What follows belongs to an exercise in optimizing a design on an open flow for small area; a production flow would make more cautious choices.
Function was checked by simulation only, so behaviour that the tests miss may differ from the original.
No activity file was given, so power comes from the tool's default toggle rates.

==> flow/design.v <==
package regfile_pkg;
  localparam int unsigned RF_DATA_W = 32;
  localparam int unsigned RF_ADDR_W = 5;
endpackage
import regfile_pkg::*;
module regfile_aoi3 (
  input  logic [2:0] i_sel,
  input  logic [2:0] i_dat,
  output logic       o_n
);
  assign o_n = ~|(i_sel & i_dat);
endmodule
module regfile_rd_bit #(
  parameter int unsigned NG = 10
) (
  input  logic [NG-1:0] i_grp_n,
  input  logic          i_sel,
  input  logic          i_dat,
  input  logic          i_byp,
  input  logic          i_wd,
  output logic          o_q
);
  logic w_rd;
  assign w_rd = ~&i_grp_n | (i_sel & i_dat);
  assign o_q  = i_byp ? i_wd : w_rd;
endmodule
module regfile_rd_port
#(
  parameter int unsigned DATA_W   = regfile_pkg::RF_DATA_W,
  parameter int unsigned ADDR_W   = regfile_pkg::RF_ADDR_W,
  parameter int unsigned ZERO_REG = 1,
  parameter int unsigned BYPASS   = 1
) (
  input  logic [ADDR_W-1:0]                i_rd_addr,
  input  logic [2**ADDR_W-1:0][DATA_W-1:0] i_mem,
  input  logic [2**ADDR_W-1:0]             i_vld,
  input  logic                             i_wr_acc,
  input  logic [ADDR_W-1:0]                i_wr_addr,
  input  logic [DATA_W-1:0]                i_wr_data,
  input  logic [DATA_W/8-1:0]              i_wr_be,
  output logic [DATA_W-1:0]                o_rd_data
);
  localparam int unsigned DEPTH = 2 ** ADDR_W;
  localparam int unsigned NG    = (DEPTH - 1) / 3;
  logic              w_hit;
  logic [DEPTH-1:0]  w_sel;
  assign w_hit = (BYPASS != 0) && i_wr_acc && (i_wr_addr == i_rd_addr);
  for (genvar e = 0; e < DEPTH; e++) begin : g_sel
    assign w_sel[e] = i_vld[e] && (i_rd_addr == ADDR_W'(e));
  end
  for (genvar j = 0; j < DATA_W; j++) begin : g_bit
    logic [NG-1:0] w_grp_n;
    for (genvar g = 0; g < NG; g++) begin : g_grp
      regfile_aoi3 u_aoi (
        .i_sel(w_sel[3*g+3 -: 3]),
        .i_dat({i_mem[3*g+3][j], i_mem[3*g+2][j], i_mem[3*g+1][j]}),
        .o_n  (w_grp_n[g])
      );
    end
    regfile_rd_bit #(.NG(NG)) u_bit (
      .i_grp_n(w_grp_n),
      .i_sel  (w_sel[DEPTH-1]),
      .i_dat  (i_mem[DEPTH-1][j]),
      .i_byp  (w_hit && i_wr_be[j/8]),
      .i_wd   (i_wr_data[j]),
      .o_q    (o_rd_data[j])
    );
  end
endmodule
import regfile_pkg::*;
module regfile_param
#(
  parameter int unsigned DATA_W   = regfile_pkg::RF_DATA_W,
  parameter int unsigned ADDR_W   = regfile_pkg::RF_ADDR_W,
  parameter int unsigned NREAD    = 2,
  parameter int unsigned ZERO_REG = 1,
  parameter int unsigned BYPASS   = 1
) (
  input  logic                      clk,
  input  logic                      reset,
  input  logic                      wr_en,
  input  logic [ADDR_W-1:0]         wr_addr,
  input  logic [DATA_W-1:0]         wr_data,
  input  logic [DATA_W/8-1:0]       wr_be,
  output logic                      wr_ok,
  input  logic [NREAD*ADDR_W-1:0]   rd_addr,
  output logic [NREAD*DATA_W-1:0]   rd_data,
  input  logic                      clr_req,
  output logic                      busy
);
  localparam int unsigned DEPTH = 2 ** ADDR_W;
  localparam int unsigned NBYTE = DATA_W / 8;
  localparam int unsigned LO    = (ZERO_REG != 0) ? 1 : 0;
  logic [DEPTH-1:0][DATA_W-1:0] r_mem;
  logic [DEPTH-1:0]             r_vld;
  logic                         r_busy;
  logic [ADDR_W-1:0]            r_ptr;
  logic                         w_wr_acc;
  logic [DATA_W-1:0]            w_wdat;
  assign busy  = r_busy;
  assign wr_ok = ~r_busy;
  assign w_wr_acc = wr_en && !r_busy && !((ZERO_REG != 0) && (wr_addr == '0));
  for (genvar b = 0; b < NBYTE; b++) begin : g_wdat
    assign w_wdat[8*b +: 8] = wr_be[b] ? wr_data[8*b +: 8] : 8'h00;
  end
  always_ff @(posedge clk or negedge reset) begin
    if (!reset) begin
      r_busy <= 1'b0;
      r_ptr  <= '0;
    end else if (r_busy) begin
      r_ptr <= r_ptr + 1'b1;
      if (r_ptr == ADDR_W'(DEPTH - 1)) r_busy <= 1'b0;
    end else if (clr_req) begin
      r_busy <= 1'b1;
      r_ptr  <= '0;
    end
  end
  if (LO == 1) begin : g_zero
    assign r_vld[0] = 1'b0;
    assign r_mem[0] = '0;
  end
  for (genvar e = LO; e < DEPTH; e++) begin : g_ent
    logic w_we;
    assign w_we = w_wr_acc && (wr_addr == ADDR_W'(e));
    always_ff @(posedge clk or negedge reset) begin
      if (!reset) begin
        r_vld[e] <= 1'b0;
      end else if (r_busy) begin
        if (r_ptr == ADDR_W'(e)) r_vld[e] <= 1'b0;
      end else if (w_we) begin
        r_vld[e] <= 1'b1;
      end
    end
    for (genvar b = 0; b < NBYTE; b++) begin : g_byte
      always_ff @(posedge clk) begin
        if (w_we && (wr_be[b] || !r_vld[e])) r_mem[e][8*b +: 8] <= w_wdat[8*b +: 8];
      end
    end
  end
  for (genvar k = 0; k < NREAD; k++) begin : g_rd
    regfile_rd_port #(
      .DATA_W  (DATA_W),
      .ADDR_W  (ADDR_W),
      .ZERO_REG(ZERO_REG),
      .BYPASS  (BYPASS)
    ) u_rd_port (
      .i_rd_addr(rd_addr[k*ADDR_W +: ADDR_W]),
      .i_mem    (r_mem),
      .i_vld    (r_vld),
      .i_wr_acc (w_wr_acc),
      .i_wr_addr(wr_addr),
      .i_wr_data(wr_data),
      .i_wr_be  (wr_be),
      .o_rd_data(rd_data[k*DATA_W +: DATA_W])
    );
  end
endmodule
==> flow/run.sh <==
#!/bin/bash
# synth_recipe.tcl (not shown) runs the flow's synth.tcl, then flattens the netlist and writes it again
# the make line also repeats each setting of config.mk as NAME=value (left out here)
make -C /OpenROAD-flow-scripts/flow DESIGN_CONFIG=/design/flow/config.mk WORK_HOME=/design/flow/orfs CLKGATE_MAP_FILE= SYNTH_SCRIPT=/design/flow/synth_recipe.tcl finish
==> flow/config.mk <==
export PLATFORM = sky130hd
export DESIGN_NAME = regfile_param
export DESIGN_NICKNAME = regfile_param
export VERILOG_FILES = /design/flow/design.v
export SDC_FILE = /design/flow/constraint.sdc
export NUM_CORES = 4
export LEC_CHECK = 0
export CAP_MARGIN = 20
export CORE_MARGIN = 2
export CORE_UTILIZATION = 40
export SLEW_MARGIN = 20
export SYNTH_HIERARCHICAL = 1
export SYNTH_MINIMUM_KEEP_SIZE = 0
==> flow/constraint.sdc <==
create_clock -name core_clock -period 7.0 [get_ports {clk}]
set_input_delay 1.4000 -clock core_clock [delete_from_list [all_inputs] [get_ports {clk}]]
set_output_delay 1.4000 -clock core_clock [all_outputs]
set_load 0.01 [all_outputs]
==> results_dict.tcl, run 1 <==
set metrics [dict create \
    status "complete, no violations" \
    powerDensity_nw_per_um2 272.3 \
    cts_resized 0 \
    avgViaCountPerCell 7.475 \
    drtAntennaViolNets 0 \
    num_rows 120 \
    cts_hold_buffers 0 \
    dieArea_um2 110300 \
    antenna_found_initial 8 \
    clock-sinks 1029 \
    fin_worst_skew_ps 33.59 \
    drt_iter0_markers 9412 \
    fmax_mhz 149.7 \
    power_mw 13.81 \
    dr.pass1.iters 13 \
    post_cts_buffers 0 \
    syn_inst 2563 \
    ioPinCount 121 \
    hold_violations 0 \
    layout_setup_ws_ps 317.9 \
    period_needed_ps 6682 \
    tightestPinTransition_ps 1241 \
    critPathRequiredTime_ps 5600 \
    cts_tree "built" \
    crit_fanout 16 \
    crit_type "primary input to output port" \
    ir_drop_mv 0.1827 \
    area_delta_synth_final_pct 17.76 \
    path_clk_slew_ps 60 \
    grt_pass1_wl_um 236200 \
    core-area_um2 106900 \
    setup-violations-final 0 \
    track_usage_pct 29.99 \
    grt_pass1_vias 31400 \
    hold_class "register to register" \
    finalMaxSlewViolations 0 \
    clk_path_buf_depth 3 \
    root_buffer "clkbuf_16" \
    gp_congestion 1.076 \
    end_kind "output port" \
    cp_data_arrival_time_ps 5280 \
    post_drt_wl_per_cell_um 39.05 \
    routed_wl_um 171900 \
    syn_area_um2 43060 \
    die_h_um 332.1 \
    dp_cells 4204 \
    ys.warnings.count 7 \
    grt_overflow 0 \
    fin_crit_sh_pct 95.46 \
    drive_gt1_share_pct 15.42 \
    nNetsFinal 2973 \
    synth_nets 2624 \
    slew_headroom_pct 17.24 \
    clock_latency_ps 690 \
    post-place-ws_ps 509.0 \
    rsz0062_at_grt "false" \
    cp-start-kind "primary input" \
    cap_viol_max_count 0 \
    portBuffers 120 \
    vias 32910 \
    hpwl_um 115800 \
    setup-tns-final_ps 0 \
    remaining_drc_errors 0 \
    power.leakage_nw 16.61 \
    initial_utilization_pct 40.28 \
    avgSynthCellArea_um2 16.80 \
    die_w_um 332.1 \
    cts_made_buffers 103 \
    layoutNonFillerInstCount 4402 \
    htreeDepth 3 \
    grt_max_degree 38 \
]
==> state kept, by name, indices dropped and copies added (netlist names) <==
signal  flops
r_mem     992
r_busy      1
r_vld      31
r_ptr       5
==> layout by cell type (no fill, tap or decap), types with 21 or more instances in the layout <==
| master | instances |
|---|---|
| a2111oi_2 | 64 |
| a21oi_1 | 110 |
| a21oi_2 | 33 |
| a222oi_1 | 640 |
| and2_2 | 24 |
| and3_1 | 60 |
| buf_4 | 144 |
| clkbuf_16 | 106 |
| clkdlybuf4s50_1 | 119 |
| clkinv_1 | 21 |
| clkinv_2 | 22 |
| dfrtp_1 | 37 |
| edfxtp_1 | 992 |
| inv_1 | 90 |
| mux2i_1 | 64 |
| nand2_1 | 82 |
| nand3_1 | 24 |
| nand4_1 | 133 |
| o22ai_1 | 22 |
==> metal layers <==
metal  part of all wire (%)  GRT usage, %  vias up  routed length (µm)
li1                       -             -    12900                   -
met1                     36         39.56    16440               61510
met2                     44         45.10     3038               74990
met3                     15         9.114      513               25860
met4                    5.4         14.69       10                9352
met5                   0.10             0        -                 172
==> where the power goes <==
group | switching, mW | total [mW] | internal, mW
logic | 0.700 | 1.14 | 0.441
clock network | 2.40 | 5.53 | 3.13
registers | 0.300 | 7.13 | 6.83
total | 3.40 | 13.8 | 10.4
==> final timing paths <==
path,startpoint,to,slack [ps],cells past startpoint
setup / recovery,rd_addr[7],rd_data[41],320,9
hold / removal,r_ptr[0]$_DFFE_PN0P_,r_ptr[0]$_DFFE_PN0P_,590,1
setup reg to reg,r_busy$_DFF_PN0_,r_mem[263]$_DFFE_PP_,3300,4
hold reg to reg,r_ptr[0]$_DFFE_PN0P_,r_ptr[0]$_DFFE_PN0P_,590,1
max in group asynchronous,reset,r_vld[15]$_DFFE_PN0P_,5540,1
min in group asynchronous,reset,r_ptr[4]$_DFFE_PN0P_,860,1
==> final cells by class <==
type | instances | area (µm²)
Fill cell | 8969 | 56190
Sequential cell | 1029 | 30710
Multi-Input combinational cell | 1404 | 12000
Clock buffer | 123 | 2716
Timing Repair Buffer | 281 | 2565
Tap cell | 1403 | 1755
Clock inverter | 66 | 609.3
Inverter | 93 | 349.1
Antenna cell | 3 | 7.507
==> metrics by stage <==
stage	area, µm²	hold WS [ps]	utilization [%]
2_1_floorplan	43060	526.9	-
6_report	50710	594.0	47.44
5_1_grt	50710	680.0	47.43
3_3_place_gp	47120	587.3	44.08
4_1_cts	50540	609.6	47.28
3_5_place_dp	47220	596.2	44.17
==> critical path, stage by stage <==
cell and delay, ps:
clkdlybuf4s50_1 650, and3_1 390, and3_1 530, buf_4 420
a222oi_1 470, nand4_1 350, a2111oi_2 400, mux2i_1 150
clkdlybuf4s50_1 500
==> run 2, diff against run 1 <==
--- a/flow/design.v
+++ b/flow/design.v
@@ -12,15 +12,17 @@
 endmodule
-module regfile_rd_bit #(
-  parameter int unsigned NG = 10
+module regfile_nand #(
+  parameter int unsigned N = 4
 ) (
-  input  logic [NG-1:0] i_grp_n,
-  input  logic          i_sel,
-  input  logic          i_dat,
-  input  logic          i_byp,
-  input  logic          i_wd,
-  output logic          o_q
+  input  logic [N-1:0] i_n,
+  output logic         o
 );
-  logic w_rd;
-  assign w_rd = ~&i_grp_n | (i_sel & i_dat);
-  assign o_q  = i_byp ? i_wd : w_rd;
+  assign o = ~&i_n;
+endmodule
+module regfile_rd_bit (
+  input  logic [2:0] i_or,
+  input  logic       i_byp,
+  input  logic       i_wd,
+  output logic       o_q
+);
+  assign o_q = i_byp ? i_wd : |i_or;
 endmodule
@@ -59,9 +61,13 @@
     end
-    regfile_rd_bit #(.NG(NG)) u_bit (
-      .i_grp_n(w_grp_n),
-      .i_sel  (w_sel[DEPTH-1]),
-      .i_dat  (i_mem[DEPTH-1][j]),
-      .i_byp  (w_hit && i_wr_be[j/8]),
-      .i_wd   (i_wr_data[j]),
-      .o_q    (o_rd_data[j])
+    logic [2:0] w_or;
+    logic       w_last_n;
+    assign w_last_n = ~(w_sel[DEPTH-1] & i_mem[DEPTH-1][j]);
+    regfile_nand #(.N(4)) u_or0 (.i_n(w_grp_n[3:0]), .o(w_or[0]));
+    regfile_nand #(.N(4)) u_or1 (.i_n(w_grp_n[7:4]), .o(w_or[1]));
+    regfile_nand #(.N(3)) u_or2 (.i_n({w_last_n, w_grp_n[9:8]}), .o(w_or[2]));
+    regfile_rd_bit u_bit (
+      .i_or (w_or),
+      .i_byp(w_hit && i_wr_be[j/8]),
+      .i_wd (i_wr_data[j]),
+      .o_q  (o_rd_data[j])
     );
--- a/flow/config.mk
+++ b/flow/config.mk
@@ -9,3 +9,6 @@
 export CORE_MARGIN = 2
-export CORE_UTILIZATION = 40
+export CORE_UTILIZATION = 60
+export CTS_BUF_LIST = sky130_fd_sc_hd__clkbuf_16
+export CTS_CLUSTER_DIAMETER = 100
+export CTS_CLUSTER_SIZE = 25
 export SLEW_MARGIN = 20
==> run 2 against run 1 <==
  * Synthesized cell count grew 1.9%
  * Via count grew 1.4%
  * Critical path type unchanged
  * Still clean
  * Hold slack gained 0.73 ps
  * First-iteration DRC count grew 8.4%
  * Sequential cell count unchanged
  * Combinational power down 9%
  * Core utilization up 20 points
  * Register-to-register slack improved by 160 ps
==> results_dict.tcl, run 2 <==
set metrics [dict create \
    setup-violations-final 0 \
    power.leakage_nw 15.42 \
    end_kind "output port" \
    syn_area_um2 42330 \
    post-place-ws_ps 580.9 \
    drt_iter0_markers 10200 \
    p_seq_share_pct 63.2 \
    num_rows 97 \
    layout_common_cells "edfxtp_1 (992), a222oi_1 (640), a21oi_1 (170)" \
    critPathRequiredTime_ps 5600 \
    ioPinCount 121 \
    slew_headroom_pct 16.05 \
    power_mw 11.35 \
    layout_setup_ws_ps 299.3 \
    gp_congestion 1.021 \
    dieArea_um2 72690 \
    fin_crit_sh_pct 95.72 \
    area_delta_synth_final_pct 11.57 \
    slowest_stage "and3_1" \
    fmax_mhz 149.2 \
    antenna_found_initial 10 \
    status "complete, no violations" \
    cts_tree "built" \
    drive_gt1_share_pct 9.935 \
    die_w_um 269.6 \
    grt_max_degree 38 \
    track_usage_pct 44.09 \
    routed_wl_um 164800 \
    period_needed_ps 6701 \
    hold_class "register to register" \
    startpoint "rd_addr[6]" \
    finalMaxSlewViolations 0 \
    post_drt_wl_per_cell_um 42.61 \
    clk_path_buf_depth 3 \
    path_delay_family "simple AND/OR/NAND/NOR gates" \
    avgSynthCellArea_um2 16.21 \
    avgViaCountPerCell 8.631 \
    swShare_pct 25.13 \
    design_area_um2 47230 \
    min_from "r_ptr[0]$_DFFE_PN0P_" \
    portBuffers 120 \
    initial_utilization_pct 60.55 \
    p_int_mw 8.499 \
    grt_pass1_wl_um 227200 \
    crit_fanout 17 \
    post_cts_buffers 0 \
    grt_overflow 0 \
    ys.warnings.count 7 \
    layout_commonest_cell "edfxtp_1" \
    root_buffer "clkbuf_16" \
    crit_top_cell "clkdlybuf4s50_1" \
    cts_made_buffers 47 \
    fin_worst_skew_ps 39.62 \
    path_clk_slew_ps 110 \
    critPathMaxStageDelay_ps 860 \
    tightestPinTransition_ps 1259 \
    dr.pass1.iters 13 \
    top_register "r_mem" \
    htreeDepth 2 \
    largest_registers "r_mem x992, r_vld x31, r_ptr x5" \
    cp-start-kind "primary input" \
    pwr-share-clk_pct 27.6 \
    cp_data_arrival_time_ps 5300 \
    drtAntennaViolNets 0 \
    vias 33380 \
    cts_resized 0 \
    clock-sinks 1029 \
    setup-tns-final_ps 0 \
    cts_hold_buffers 0 \
    p_switching_mw 2.853 \
    crit_type "primary input to output port" \
    largest_reg_flops 992 \
    powerDensity_nw_per_um2 240.4 \
    nNetsFinal 2960 \
    clock_latency_ps 660 \
    crit_chain "clkdlybuf4s50_1 > nor2b_1 > and2_1 > and3_1 > buf_4 > a222oi_1 > nand4_1 > nor4_1 > a21oi_1 > clkdlybuf4s50_1" \
    hold_violations 0 \
    p_comb_share_pct 9.2 \
    rsz0062_at_grt "false" \
    r2r_start "r_busy$_DFF_PN0_" \
    fillCellCount 4809 \
    worst-path-buf-inv 3 \
    die_h_um 269.6 \
    remaining_drc_errors 0 \
    synth_nets 2673 \
    hpwl_um 104600 \
    core-area_um2 69910 \
    cap_viol_max_count 0 \
    grt_pass1_vias 32170 \
    ir_drop_mv 0.2956 \
    syn_inst 2612 \
    place_area_um2 45720 \
]
run 2: cell type report:
cell class              instances  area (µm²)  share of cell area, %
diodes                          8       20.02                0.04239
clock buffers                  49        1226                  2.596
clock inverters                20       88.84                 0.1881
inverters                      96       360.3                 0.7630
multi-input cells            1450       11180                  23.67
flip-flops and latches       1029       30710                  65.03
well taps                     940        1176                  2.490
repair buffers                275        2462                  5.214
run 2: power groups by stage:
stage / logic (mW) / clock network [mW] / registers (mW)
6_report: 1.04 / 3.14 / 7.17
5_1_grt: 1.09 / 3.30 / 7.14
4_1_cts: 1.00 / 3.12 / 7.12
3_5_place_dp: 1.00 / 0 / 7.26
3_3_place_gp: 0.980 / 0 / 7.26
2_1_floorplan: 0.554 / 0 / 7.06
run 2: path summary, 6_finish.rpt:
| check | endpoint | slack, ps | cells past startpoint |
|---|---|---|---|
| setup / recovery | rd_data[35] | 300 | 10 |
| hold / removal | r_ptr[0]$_DFFE_PN0P_ | 590 | 1 |
| setup reg to reg | r_mem[930]$_DFFE_PP_ | 3460 | 4 |
| hold reg to reg | r_ptr[0]$_DFFE_PN0P_ | 590 | 1 |
| max in group asynchronous | r_vld[15]$_DFFE_PN0P_ | 5560 | 1 |
| min in group asynchronous | r_vld[4]$_DFFE_PN0P_ | 860 | 1 |
run 2: per-stage QoR:
step,util [%],cells,hold slack [ps]
4_1_cts,67.28,3852,590.2
2_1_floorplan,-,2612,526.9
3_3_place_gp,65.27,3778,556.8
6_report,67.56,3867,594.7
3_5_place_dp,65.40,3783,573.1
5_1_grt,67.53,3860,636.3
run 2: routing by layer:
metal / vias up / track usage [%] / routed length, µm
met3: 718 / 14.93 / 29340
met1: 16120 / 57.99 / 52930
met5: - / 1.513 / 264
li1: 12780 / - / -
met2: 3746 / 64.26 / 71210
met4: 12 / 25.70 / 11020
==> run 3, diff against run 2 <==
==> flow/flow/run.sh (new file) <==
#!/bin/bash
# Standard ORFS layout, with smaller port buffers and no CTS dummy loads.
set -euo pipefail
export BUFFER_PORTS_ARGS="-buffer_cell sky130_fd_sc_hd__buf_1"
export CTS_ARGS="-sink_clustering_enable -repair_clock_nets -sink_clustering_size 25 -sink_clustering_max_diameter 100 -buf_list sky130_fd_sc_hd__clkbuf_16 -dont_use_dummy_load"
bash standard.sh > standard.log 2>&1
==> flow/standard.sh (new file) <==
#!/bin/bash
# synth_recipe.tcl (not shown) runs the flow's synth.tcl, then flattens the netlist and writes it again
# the make line also repeats each setting of config.mk as NAME=value (left out here)
make -C /OpenROAD-flow-scripts/flow DESIGN_CONFIG=/design/flow/config.mk WORK_HOME=/design/flow/orfs CLKGATE_MAP_FILE= SYNTH_SCRIPT=/design/flow/synth_recipe.tcl "${@:-finish}"
removed: flow/run.sh
==> run 3 against run 2 <==
  * Still clean
  * Sequential cell count unchanged
  * Non-clock buffer count decreased by 27
  * Register-to-register slack worse by 350 ps
  * Clock power fell by 4%
  * Die area is the same
  * Total power shrank 1.9%
  * First-iteration DRC count down 0.91%
  * Synthesized area did not move
  * Critical path depth did not move
==> results_dict.tcl, run 3 <==
set metrics [dict create \
    grt_overflow 0 \
    core-area_um2 69910 \
    cp-start-kind "primary input" \
    use_met3_pct 12.77 \
    finalMaxSlewViolations 0 \
    drive_gt1_share_pct 8.641 \
    fillCellCount 4959 \
    layout_common_cells "edfxtp_1 (992), a222oi_1 (640), a21oi_1 (187)" \
    top_register "r_mem" \
    power.leakage_nw 14.86 \
    cts_hold_buffers 0 \
    rsz0062_at_grt "false" \
    vias 32870 \
    grt_pass1_wl_um 222100 \
    slew_headroom_pct 16.01 \
    ioPinCount 121 \
    path_clk_slew_ps 110 \
    cap_viol_max_count 0 \
    top_usage_layer "met2" \
    largest_registers "r_mem x992, r_vld x31, r_ptr x5" \
    status "complete, no violations" \
    antenna_found_initial 6 \
    hold_violations 0 \
    period_needed_ps 6039 \
    cts_made_buffers 47 \
    clk_path_buf_depth 3 \
    critPathMaxStageDelay_ps 620 \
    grt_pass1_vias 31080 \
    crit_fanout 17 \
    whs_endpoint "r_ptr[0]$_DFFE_PN0P_" \
    syn_inst 2612 \
    end_kind "output port" \
    setup-tns-final_ps 0 \
    dieArea_um2 72690 \
    clock_latency_ps 650 \
    drtAntennaViolNets 0 \
    syn_area_um2 42330 \
    drt_iter0_markers 10110 \
    setup-violations-final 0 \
    r2r_slack_ps 3110 \
    ir_drop_mv 0.2219 \
    nNetsFinal 2933 \
    crit_type "primary input to output port" \
    gp_congestion 1.074 \
    area_delta_synth_final_pct 8.870 \
    largest_reg_flops 992 \
    die_h_um 269.6 \
    grt.met1_usage_pct 57.93 \
    portBuffers 120 \
    power_mw 11.14 \
    hpwl_um 104600 \
    num_rows 97 \
    grtUsageMet2_pct 64.27 \
    slowest_stage "and3_1" \
    avgSynthCellArea_um2 16.21 \
    remaining_drc_errors 0 \
    cts_tree "built" \
    tightestPinTransition_ps 1260 \
    ys.warnings.count 7 \
    root_buffer "clkbuf_16" \
    routed_wl_um 160900 \
    post_drt_wl_per_cell_um 42.18 \
    reg2reg_to "r_mem[829]$_DFFE_PP_" \
    initial_utilization_pct 60.55 \
    hold_depth 1 \
    layout_commonest_cell "edfxtp_1" \
    cp_data_arrival_time_ps 4640 \
    powerDensity_nw_per_um2 241.7 \
    clock-sinks 1029 \
    path_delay_family "simple AND/OR/NAND/NOR gates" \
    synth_nets 2673 \
    avgViaCountPerCell 8.613 \
    fin_worst_skew_ps 48.06 \
    worst-path-buf-inv 3 \
    hold_slack_ps 618.0 \
    die_w_um 269.6 \
    fmax_mhz 165.6 \
    grt_max_degree 38 \
    post_cts_buffers 0 \
    dr.pass1.iters 14 \
    crit_top_cell "buf_1" \
    reg2regPathDepth 3 \
    track_usage_pct 43.03 \
    cts_resized 0 \
    crit_chain "buf_1 > nor2_1 > and2_1 > and3_1 > buf_4 > a222oi_1 > nand4_1 > nor4_1 > a21oi_1 > buf_1" \
    fin_crit_sh_pct 86.28 \
    min_from "r_ptr[0]$_DFFE_PN0P_" \
    htreeDepth 2 \
    critPathRequiredTime_ps 5600 \
    hold_class "register to register" \
    r2r_start "r_busy$_DFF_PN0_" \
]
## run 3: metrics by stage
| stage | setup WS, ps | area [µm²] | cells | utilization, % |
|---|---|---|---|---|
| floorplan | 2454 | 42330 | 2612 | - |
| global placement | 1088 | 44670 | 3755 | 63.89 |
| detailed placement | 1212 | 44750 | 3759 | 64.01 |
| CTS | 1213 | 45920 | 3806 | 65.69 |
| global route | 970.9 | 46070 | 3810 | 65.90 |
| finish | 960.7 | 46090 | 3816 | 65.92 |
## run 3: routing by layer
metal | routed length (µm) | vias to the layer above
met5 | 91 | -
met4 | 9692 | 10
met3 | 27050 | 609
met2 | 70270 | 3629
met1 | 53840 | 15930
li1 | - | 12690
## run 3: cell type report
class	count	area (µm²)	share of cell area, %
Inverter	96	360.3	0.7819
Timing Repair Buffer	248	1501	3.258
Clock buffer	47	1176	2.552
Antenna cell	6	15.01	0.03258
Tap cell	940	1176	2.552
Sequential cell	1029	30710	66.65
Multi-Input combinational cell	1450	11140	24.18
## run 3: how the worst max path moves through the flow
stage	start	to	slack (ps)	depth (start not counted)
2_1_floorplan	wr_en	rd_data[0]	2450	6
3_5_place_dp	rd_addr[8]	rd_data[57]	1210	10
3_3_place_gp	rd_addr[5]	rd_data[53]	1090	10
4_1_cts	rd_addr[5]	rd_data[53]	1210	10
6_report	rd_addr[5]	rd_data[53]	960	10
5_1_grt	rd_addr[5]	rd_data[53]	970	10
## run 3: power breakdown
part | total, mW | internal [mW] | switching [mW]
registers | 7.16 | 6.82 | 0.339
clock network | 3.00 | 1.20 | 1.80
logic | 0.972 | 0.301 | 0.671
total | 11.1 | 8.33 | 2.81

[static timing again, ports no longer ideal]
How much do the figures lean on ideal ports? The routed layouts below were timed once more, with nothing changed but the port constraints. Step 1 assumes that a clkbuf_16 drives the clock port and a buf_2 every other input. Step 2 moves the port delays by t, midway between the first and last clock arrival at a register: inputs arrive t later, outputs are due t later. That takes back most of the time a late clock gives input paths. Three values: no drivers, after step 1, after step 2; two values: the first two.
| run | shift t [ns] | setup WS [ns] | worst setup path after step 2 | pins driven straight from the clock port |
|---|---|---|---|---|
| run 1 | 0.758 | 0.318 / 0.247 / 0.247 | input to output | 1 |
| run 2 | 0.709 | 0.299 / 0.171 / 0.171 | input to output | 1 |
| run 3 | 0.701 | 0.961 / 0.848 / 0.848 | input to output | 1 |
After both steps setup and hold are still met in every run listed. For run 2, which loses most, drivers alone change the setup slack by -0.128 ns; drivers and shift together by -0.128 ns.
